Background: an optimization exercise with open tools, aiming at small area. Do not read the settings as production practice. Only simulation tests tie the RTL to the original design; equivalence was not proved.

==> flow/design.v, too long to show whole: its modules and the start of the top module <==
// module conv3x3_mac: 1734 lines
// module conv3x3_fa: 7 lines
// module conv3x3_engine: 100 lines
module conv3x3_engine (
  input  logic       clk,
  input  logic       rst_n,
  input  logic       pix_valid,
  input  logic       sof,
  input  logic [7:0] w11, w12, w13, w21, w22, w23, w31, w32, w33,
  input  logic       k_we,
  input  logic [3:0] k_addr,
  input  logic [7:0] k_data,
  output logic [7:0] conv_out,
  output logic       conv_valid,
  output logic       frame_done,
  output logic       frame_err,
  output logic       k_err
);
  // ...
==> flow/flow/run.sh <==
#!/bin/bash
# Standard ORFS layout (the standard.sh), with the port buffers made from
# buf_2 cells instead of the default delay-buffer cell.
set -euo pipefail
bash standard.sh "BUFFER_PORTS_ARGS=-buffer_cell sky130_fd_sc_hd__buf_2" finish > flow_make.log 2>&1
==> flow/standard.sh <==
#!/bin/bash
# synth_recipe.tcl (not shown) runs the flow's synth.tcl, then flattens the netlist and writes it again
# the make line also repeats each setting of config.mk as NAME=value (left out here)
make -C /OpenROAD-flow-scripts/flow DESIGN_CONFIG=/design/flow/config.mk WORK_HOME=/design/flow/orfs CLKGATE_MAP_FILE= SYNTH_SCRIPT=/design/flow/synth_recipe.tcl "${@:-finish}"
==> flow/config.mk <==
export PLATFORM = sky130hd
export DESIGN_NAME = conv3x3_engine
export DESIGN_NICKNAME = conv3x3_engine
export VERILOG_FILES = /design/flow/design.v
export SDC_FILE = /design/flow/constraint.sdc
export NUM_CORES = 4
export LEC_CHECK = 0
export CAP_MARGIN = 20
export CORE_MARGIN = 2
export CORE_UTILIZATION = 40
export SLEW_MARGIN = 20
export SYNTH_HIERARCHICAL = 1
==> flow/constraint.sdc <==
create_clock -name core_clock -period 6.0 [get_ports {clk}]
set_input_delay 1.2000 -clock core_clock [delete_from_list [all_inputs] [get_ports {clk}]]
set_output_delay 1.2000 -clock core_clock [all_outputs]
set_load 0.01 [all_outputs]
==> results.py, run 1 <==
metrics = {
    "cells_and_area": {
        "n_all_inverters": 46,
        "final-clk-cell-share": 0.0282,
        "fin_util": 0.434,
    },
    "cts": {
        "clock_latency_ns": 0.48,
        "post_cts_resized": 0,
        "cts_setup_buffers": 0,
        "cts_tree": "done",
        "cts_sinks": 168,
        "hold_buffers": 0,
    },
    "grt": {
        "grt_max_degree": 57,
        "gr-usage-met2": 0.434,
        "gr-max-usage-layer": "met2",
        "globalRouteMet3Util": 0.0568,
        "overflow": 0,
        "antenna_found_initial": 0,
    },
    "logic_synthesis": {
        "synth_edf_count": 0,
        "yosys_warnings": 8,
        "synth_fa_ha_area_frac": 0.564,
        "synth_top_family_by_area": "adder cells",
        "synth-simple-area-share": 0.142,
        "synthArstFlopShare": 0.583,
        "synthFlopType": "dfrtp_1",
        "netlist_area_um2": 20300,
    },
    "setup_path": {
        "arrival_ns": 5.39,
        "reg2reg_slack_ns": 1.18,
        "reg2regPathDepth": 9,
    },
    "floorplan": {
        "initial_core_util": 0.406,
        "core_area_um2": 50200,
        "rows": 82,
        "die_x_um": 230,
    },
    "hold_path": {
        "hold_class": "reg -> reg",
    },
    "timing": {
        "clock-skew-final_ns": 0.0205,
    },
    "placement": {
        "io_buffers": 100,
        "placed_cells": 2368,
        "place_hpwl_um": 59300,
    },
    "detailed_routing": {
        "drt_iter0_markers": 1477,
        "drc_errors": 0,
    },
    "run_status": {
        "status": "timing/DRC/antenna clean",
    },
}
==> run 2: changes to the inputs <==
==> flow/run.sh (new file) <==
#!/bin/bash
# synth_recipe.tcl (not shown) runs the flow's synth.tcl, then flattens the netlist and writes it again
# the make line also repeats each setting of config.mk as NAME=value (left out here)
make -C /OpenROAD-flow-scripts/flow DESIGN_CONFIG=/design/flow/config.mk WORK_HOME=/design/flow/orfs CLKGATE_MAP_FILE= SYNTH_SCRIPT=/design/flow/synth_recipe.tcl finish
removed: flow/flow/run.sh
removed: flow/standard.sh
==> results.py, run 2 <==
metrics = {
    "floorplan": {
        "die_x_um": 230,
        "ios": 101,
        "rows": 82,
        "initial_core_util": 0.406,
        "core_area_um2": 50200,
        "die_h_um": 230,
        "die-area_um2": 52700,
    },
    "cells_and_area": {
        "fin_nets": 2452,
        "reg_top3": "kern: 72 flops, u_mac.r1: 45 flops",
        "area_growth_pct": 13.0,
        "num_antenna_cells": 0,
        "layout_common_cells": "559 x fa_1, 512 x nand2_1, 99 x clkdlybuf4s50_1",
        "multi_input_area_um2": 15800,
        "regArea_um2": 3850,
        "layout-drive-gt1-share": 0.120,
        "n_fill_cell": 4552,
        "final_area_um2": 23000,
        "largest_register_ffs": 72,
        "final_common_cell": "fa_1",
        "regMostFlops": "kern",
    },
    "timing": {
        "finalHoldViolCount": 0,
        "final.setup.worst_slack_ns": 0.417,
        "fmax_ghz": 0.179,
        "worst_pin_slew_ns": 0.847,
        "max_slew_margin": 0.435,
        "post-route-period-util": 0.930,
        "finalSetupViolCount": 0,
        "period_needed_ns": 5.58,
        "timing.hold.ws_ns": 0.329,
        "clock-skew-final_ns": 0.0301,
        "grt_setup_unrepaired": "false",
        "slew_viol_final": 0,
        "finalSetupTns_ns": 0,
    },
    "cts": {
        "post_cts_resized": 0,
        "cts_tree": "done",
        "cts_root_buf": "clkbuf_16",
        "clock_latency_ns": 0.52,
        "hold_buffers": 0,
        "clk_pin_slew_ns": 0.07,
        "cts_sinks": 168,
        "clk_path_buf_depth": 2,
        "h-tree-depth": 4,
        "cts_setup_buffers": 0,
        "cts_made_buffers": 17,
    },
    "placement": {
        "place_congestion": 0.986,
        "place_area_um2": 22400,
        "place_worst_setup_slack_ns": -0.106,
        "io_buffers": 100,
        "place_hpwl_um": 60300,
    },
    "setup_path": {
        "worstSetupStartpointType": "input pin",
        "crit_path_top_delay_cell": "clkdlybuf4s50_1",
        "end_kind": "register",
        "arrival_ns": 5.95,
        "crit_fanout": 8,
        "slowest_delay_ns": 0.66,
        "crit_required_ns": 6.37,
        "reg2regPathDepth": 9,
        "crit_type": "in -> reg",
        "crit_top_cell": "fa_1",
        "critical_path.cell_chain": "clkdlybuf4s50_1 > and2_1 > fa_1 > fa_1 > fa_1 > fa_1 > fa_1 > fa_1 > fa_1 > fa_1",
    },
    "detailed_routing": {
        "routedWlPerCell_um": 28.8,
        "wl_met1_um": 28800,
        "vias": 13600,
        "vias_per_cell": 5.51,
        "drt_iter0_markers": 1222,
        "top_layer_used": "met5",
        "wl_met3_um": 6690,
        "route.met2.wl_um": 32500,
        "ant_nets": 0,
        "routed_wl_um": 71100,
        "drc_errors": 0,
        "drt_first_pass_iters": 5,
    },
    "logic_synthesis": {
        "synth_edf_count": 0,
        "ys_ff_latch": 168,
        "postSynthCellCount": 1734,
        "synth_commonest_cells": "559 x fa_1, 512 x nand2_1, 133 x clkbuf_1",
        "synthFlopType": "dfrtp_1",
        "ys_seq_area_frac": 0.189,
        "yosysTopAreaCell": "fa_1",
        "syn_nets": 2405,
        "synthArstFlopShare": 0.583,
        "post-synth-top-count-cell": "fa_1",
        "synth_area_leaders": "fa_1 55%, dfrtp_1 12%, nand2_1 9.4%, dfxtp_1 6.9%, mux2_2 4.4%",
        "syn-mean-instance-area_um2": 11.7,
        "yosys_warnings": 8,
        "netlist_area_um2": 20300,
        "yosysUniqueCellTypes": 52,
        "synth.top_cell.area_share": 0.550,
    },
    "grt": {
        "grt_pass1_wl_um": 105000,
        "grt_pass1_vias": 15100,
        "grt_max_degree": 48,
        "antenna_found_initial": 1,
        "grtUsageTotal": 0.284,
        "overflow": 0,
    },
    "hold_path": {
        "hold_class": "reg -> reg",
        "hold_path_depth": 0,
    },
    "run": {
        "drv_cap": 0,
    },
    "run_status": {
        "status": "timing/DRC/antenna clean",
    },
}
-- run 2: cell count changes in the layout (fill, tap and decap cells not counted), sizes merged --
cell           delta
clkdlybuf4s50    +99
clkinv            +1
buf              -33
clkbuf            -1
-- run 2: per-module statistics from Yosys, one instance, submodules excluded --
module | cells | times used | flip-flops and latches
conv3x3_mac | 872 | 1 | 45
conv3x3_engine | 303 | 1 | 123
conv3x3_fa | 1 | 559 | 0
-- run 2: logic make-up (layout without fill, tap and decap cells) --
group | after synthesis | in the layout | synth area share
compound gates | 36 | 36 | 0.0123
mux | 90 | 90 | 0.0512
simple gates | 658 | 658 | 0.142
flops | 168 | 168 | 0.189
xor+xnor | 11 | 11 | 0.00474
buf+inv | 189 | 249 | 0.0358
fa+ha+maj | 582 | 582 | 0.564
-- run 2: per-stage QoR --
step | std cells | utilization
6_report | 2466 | 0.458
5_1_grt | 2466 | 0.458
4_1_cts | 2466 | 0.458
3_5_place_dp | 2434 | 0.446
3_3_place_gp | 2434 | 0.446
2_1_floorplan | 1734 | -
-- run 2: metal layers --
layer  up-vias  track usage
li1       5366            -
met1      7356        0.380
met2       732        0.437
met3       141       0.0750
met4         2        0.119
met5         -      0.00460
-- run 2: final timing paths --
check	startpoint	slack, ns	endpoint
setup reg to reg	kern[48]	1.20	u_mac.r1[23]
hold reg to reg	res_q[3]	0.33	res_qq[3]
setup / recovery	w12[3]	0.42	u_mac.r1[39]
hold / removal	res_q[3]	0.33	res_qq[3]
min in group asynchronous	rst_n	0.64	conv_out[6]
max in group asynchronous	rst_n	4.32	kern[36]
-- run 2: critical path, delay by kind of cell --
family                   cells  cell delay [ns]
adder cells (fa/ha/maj)      8             3.76
buffers and inverters        1             0.66
AND/OR/NAND/NOR              1             0.31
-- run 2: area by class of cell --
class	count	area share
clock buffers	18	0.0191
multi-input cells	1377	0.686
flip-flops and latches	168	0.168
well taps	672	0.0366
inverters	46	0.00751
clock inverters	14	0.00642
repair buffers	171	0.0764

separate check: timing with driven ports:
In the flow no input, the clock included, has a driving cell. The finished layouts below were timed again as built, in two steps. Step 1: set_driving_cell puts a clkbuf_16 on clk and a buf_2 on each other input, an assumption about the parent block. Step 2 times the ports against the registers' clock, not the clock port: input delays grow and output delays shrink by t, the midpoint of the rising clock arrivals with the driver on. Three values: ideal ports, drivers, drivers and shift; two values: the first two.
run	shift t [ns]	setup slack, ns	hold WS [ns]
run 1	0.528	0.970 / 0.980 / 0.453	0.329 / 0.329 / 0.329
run 2	0.559	0.417 / 0.446 / -0.113	0.329 / 0.329 / 0.329
With both steps, setup timing fails in run 2, where it was met with ideal ports. For run 2, which loses most, drivers alone change the setup slack by +0.029 ns; drivers and shift together by -0.530 ns.
